Source: an optimization exercise on an open RTL-to-GDS flow (aim: small area, a short achievable clock period and few clock cycles per item). Production flows keep margins and buffers that such runs may drop.
RTL that was checked went through simulation tests only; none was proved equivalent to the original.
Power figures rest on the tool's default switching activity, not on a simulated workload.

Setup of the previous run:
// session_replay_counter_table
module session_replay_counter_table (
    input  logic        i_clk,
    input  logic        i_rst_n,
    input  logic        i_in_valid,
    output logic        o_in_ready,
    input  logic        i_in_kind,
    input  logic [31:0] i_in_sess,
    input  logic [31:0] i_in_counter,
    output logic        o_out_valid,
    input  logic        i_out_ready,
    output logic        o_out_accepted
);
    localparam int SLOTS = srct_pkg::SLOTS;
    localparam int NB    = 4;   
    logic [SLOTS-1:0] r_valid;
    logic [31:0]      r_sess [SLOTS];
    logic [31:0]      r_ctr  [SLOTS];
    logic             r_v1;
    logic             r_kind1;
    logic [31:0]      r_sess1;
    logic [31:0]      r_c1;
    logic             r_v2;       
    logic [SLOTS-1:0] r_sel2;     
    logic             r_any2;     
    logic             r_force2;   
    logic [31:0]      r_c2;       
    logic             r_v3;
    logic [SLOTS-1:0] r_sel3;
    logic             r_any3;
    logic             r_force3;
    logic [31:0]      r_c3;
    logic [NB-1:0]    r_gb3;      
    logic [NB-1:0]    r_eb3;      
    logic [NB-1:0]    r_gf3;      
    logic [NB-1:0]    r_ef3;      
    logic             r_same3;    
    logic             r_wr4;      
    logic [2:0]       r_qcnt;
    logic [4:0]       r_qacc;
    logic             r_ovalid;   
    logic             r_ready;
    logic [2:0]       r_occ;      
    logic [SLOTS-1:0] w_hit;
    logic [SLOTS-1:0] w_first_free;
    logic [SLOTS-1:0] w_sel;
    logic             w_any_hit;
    logic             w_seen_free;
    logic             w_cnz;
    logic             w_take;
    logic             w_alloc;
    logic [31:0]      w_hctr;
    logic [NB-1:0]    w_gb;
    logic [NB-1:0]    w_eb;
  ...
==> flow/config.mk <==
export PLATFORM = sky130hd
export DESIGN_NAME = session_replay_counter_table
export DESIGN_NICKNAME = session_replay_counter_table
export VERILOG_FILES = /design/flow/design.v
export SDC_FILE = /design/flow/constraint.sdc
export NUM_CORES = 4
export LEC_CHECK = 0
export CAP_MARGIN = 20
export CORE_MARGIN = 2
export CORE_UTILIZATION = 70
export CTS_CLUSTER_DIAMETER = 80
export CTS_CLUSTER_SIZE = 20
export SETUP_SLACK_MARGIN = 3.6
export SLEW_MARGIN = 20
==> flow/constraint.sdc <==
create_clock -name core_clock -period 6.0 [get_ports {i_clk}]
set_input_delay 1.2000 -clock core_clock [delete_from_list [all_inputs] [get_ports {i_clk}]]
set_output_delay 1.2000 -clock core_clock [all_outputs]
set_load 0.01 [all_outputs]
run.sh (not shown) runs the stock make flow with config.mk's settings and CLKGATE_MAP_FILE= SYNTH_SCRIPT=/design/flow/synth_recipe.tcl, a recipe that flattens the netlist after the stock synthesis.
The previous run ran to completion and came out clean on the timing, design-rule and antenna checks.
Testbench counts of the previous run, summed over its fixed seeds: cycles 3,232, items 3,200.
diff inputs: the previous run => the current run
Settings: a change of SETUP_SLACK_MARGIN from 3.6 to 3.4; a change of CORE_UTILIZATION from 70 to 80.
==> summary.txt <==
The current run: no failed stages, no open violations at the end. Delta (the current run minus the previous run): power went up by 96 uW; wire length increased by 13% relative to the old numbers; routing usage on met2 moved up.

---

== run 1 ==
Another version of the RTL of session_replay_counter_table (not shown whole).
Size: ~630 flip-flops, ~72 I/O pins, about 25000 sq um of cells after synthesis.
==> flow/config.mk <==
export PLATFORM = sky130hd
export DESIGN_NAME = session_replay_counter_table
export DESIGN_NICKNAME = session_replay_counter_table
export VERILOG_FILES = /design/flow/design.v
export SDC_FILE = /design/flow/constraint.sdc
export NUM_CORES = 4
export LEC_CHECK = 0
export CAP_MARGIN = 20
export CORE_MARGIN = 2
export CORE_UTILIZATION = 40
export SETUP_SLACK_MARGIN = 3.4
export SLEW_MARGIN = 20
==> flow/constraint.sdc <==
create_clock -name core_clock -period 6.0 [get_ports {i_clk}]
set_input_delay 1.2000 -clock core_clock [delete_from_list [all_inputs] [get_ports {i_clk}]]
set_output_delay 1.2000 -clock core_clock [all_outputs]
set_load 0.01 [all_outputs]
## Diff of input files: run 2 against run 1
# run 1
export LEC_CHECK = 0
export CAP_MARGIN = 20
export CORE_MARGIN = 2
export CORE_UTILIZATION = 40
export SETUP_SLACK_MARGIN = 3.4
export SLEW_MARGIN = 20
create_clock -name core_clock -period 6.0 [get_ports {i_clk}]
# run 2
export LEC_CHECK = 0
export CAP_MARGIN = 20
export CORE_MARGIN = 2
export CORE_UTILIZATION = 60
export CTS_CLUSTER_DIAMETER = 80
export CTS_CLUSTER_SIZE = 20
export SETUP_SLACK_MARGIN = 3.4
export SLEW_MARGIN = 20
create_clock -name core_clock -period 6.0 [get_ports {i_clk}]
From run 1 to run 2 the numbers moved as follows: data arrival at the endpoint of the critical path down 0.06 ns, multi-input combinational cell area down 81 sq um, total number of cells along the worst setup path down 1.
What run 3 does differently from run 2 at the input level:
# run 2
export LEC_CHECK = 0
export CAP_MARGIN = 20
export CORE_MARGIN = 2
export CORE_UTILIZATION = 60
export CTS_CLUSTER_DIAMETER = 80
export CTS_CLUSTER_SIZE = 20
export SETUP_SLACK_MARGIN = 3.4
export SLEW_MARGIN = 20
create_clock -name core_clock -period 6.0 [get_ports {i_clk}]
# run 3
export LEC_CHECK = 0
export CAP_MARGIN = 20
export CORE_MARGIN = 2
export CORE_UTILIZATION = 60
export SETUP_SLACK_MARGIN = 3.4
export SLEW_MARGIN = 20
create_clock -name core_clock -period 6.0 [get_ports {i_clk}]
Of run 3 and run 2, the run reporting the lower transition time at the pin with the least slew margin was run 2.
Die outline area: run 2 vs run 3 — no meaningful difference
Looking at part of the total power dissipated in combinational logic, run 3 sits 1.9 points below run 2.
Delta(number of filler instances in the final layout, run 3 - run 2) < 0
Relative to run 2, the number of clock buffers in the layout of run 3 is higher by about 32%.
When run 3 is set beside run 2, its non-clock buffer count turns out to be 18 smaller.
Reported for run 3 and run 2, net count after synthesis turned out identical to the last digit.
Via count of the first global-routing pass in run 3 is about 2.6% higher than in run 2
Here is what was changed in the inputs of run 4 compared with run 3.
# run 3
export LEC_CHECK = 0
export CAP_MARGIN = 20
export CORE_MARGIN = 2
export CORE_UTILIZATION = 60
export SETUP_SLACK_MARGIN = 3.4
export SLEW_MARGIN = 20
create_clock -name core_clock -period 6.0 [get_ports {i_clk}]
# run 4
export LEC_CHECK = 0
export CAP_MARGIN = 20
export CORE_MARGIN = 2
export CORE_UTILIZATION = 60
export CTS_CLUSTER_DIAMETER = 100
export CTS_CLUSTER_SIZE = 30
export SETUP_SLACK_MARGIN = 3.4
export SLEW_MARGIN = 20
create_clock -name core_clock -period 6.0 [get_ports {i_clk}]
==> summary.txt <==
- Run 4 vs run 3 — final critical path time including I/O delays and setup dropped 0.032 ns.
- Run comparison: run 3 classification of the worst setup path flip-flop to flip-flop; run 4 classification of the worst setup path input port to flip-flop
- Core utilization: run 4 vs run 3 down 1.8 points
- Routed wire length was lower in the run labelled run 4.
- Run 4 — total power about 17% lower, run 3 as reference
No functional check of the RTL was part of any run of this note.

separate check: timing with driven ports:
Ports are ideal in the flow. The routed layouts listed here were re-timed in OpenROAD.
Step 1 (the two cells are an assumption about what drives the block):
set clk [get_ports {i_clk}]
set_driving_cell -lib_cell sky130_fd_sc_hd__clkbuf_16 $clk
set_driving_cell -lib_cell sky130_fd_sc_hd__buf_2 [delete_from_list [all_inputs] $clk]
Step 2, shift: input delay + t, output delay - t, t = (earliest + latest rising clock arrival at the registers) / 2. This alone moves slack from input paths to output paths.
Slacks: ideal / step 1 / step 2; pairs: ideal / step 1.
run | t, ns | setup WS [ns] | worst hold slack (ns) | worst slew at a driven data input, ns
the previous run | 0.630 | 3.309 / 3.309 / 3.079 | 0.333 / 0.333 / 0.333 | 0.05
the current run | 0.609 | 3.154 / 3.154 / 2.926 | 0.360 / 0.360 / 0.360 | 0.07
run 1 | 0.659 | 3.190 / 3.228 / 2.569 | 0.354 / 0.354 / 0.354 | 0.05
run 2 | 0.629 | 3.226 / 3.249 / 2.619 | 0.357 / 0.357 / 0.357 | 0.07
run 3 | 0.686 | 3.228 / 3.228 / 2.633 | 0.351 / 0.351 / 0.351 | 0.08
run 4 | 0.643 | 3.260 / 3.269 / 2.625 | 0.361 / 0.361 / 0.361 | 0.07
After both steps every run listed still meets setup and hold. The setup slack of run 4, which loses most, moves by +0.009 ns with the drivers and by -0.635 ns with both steps.
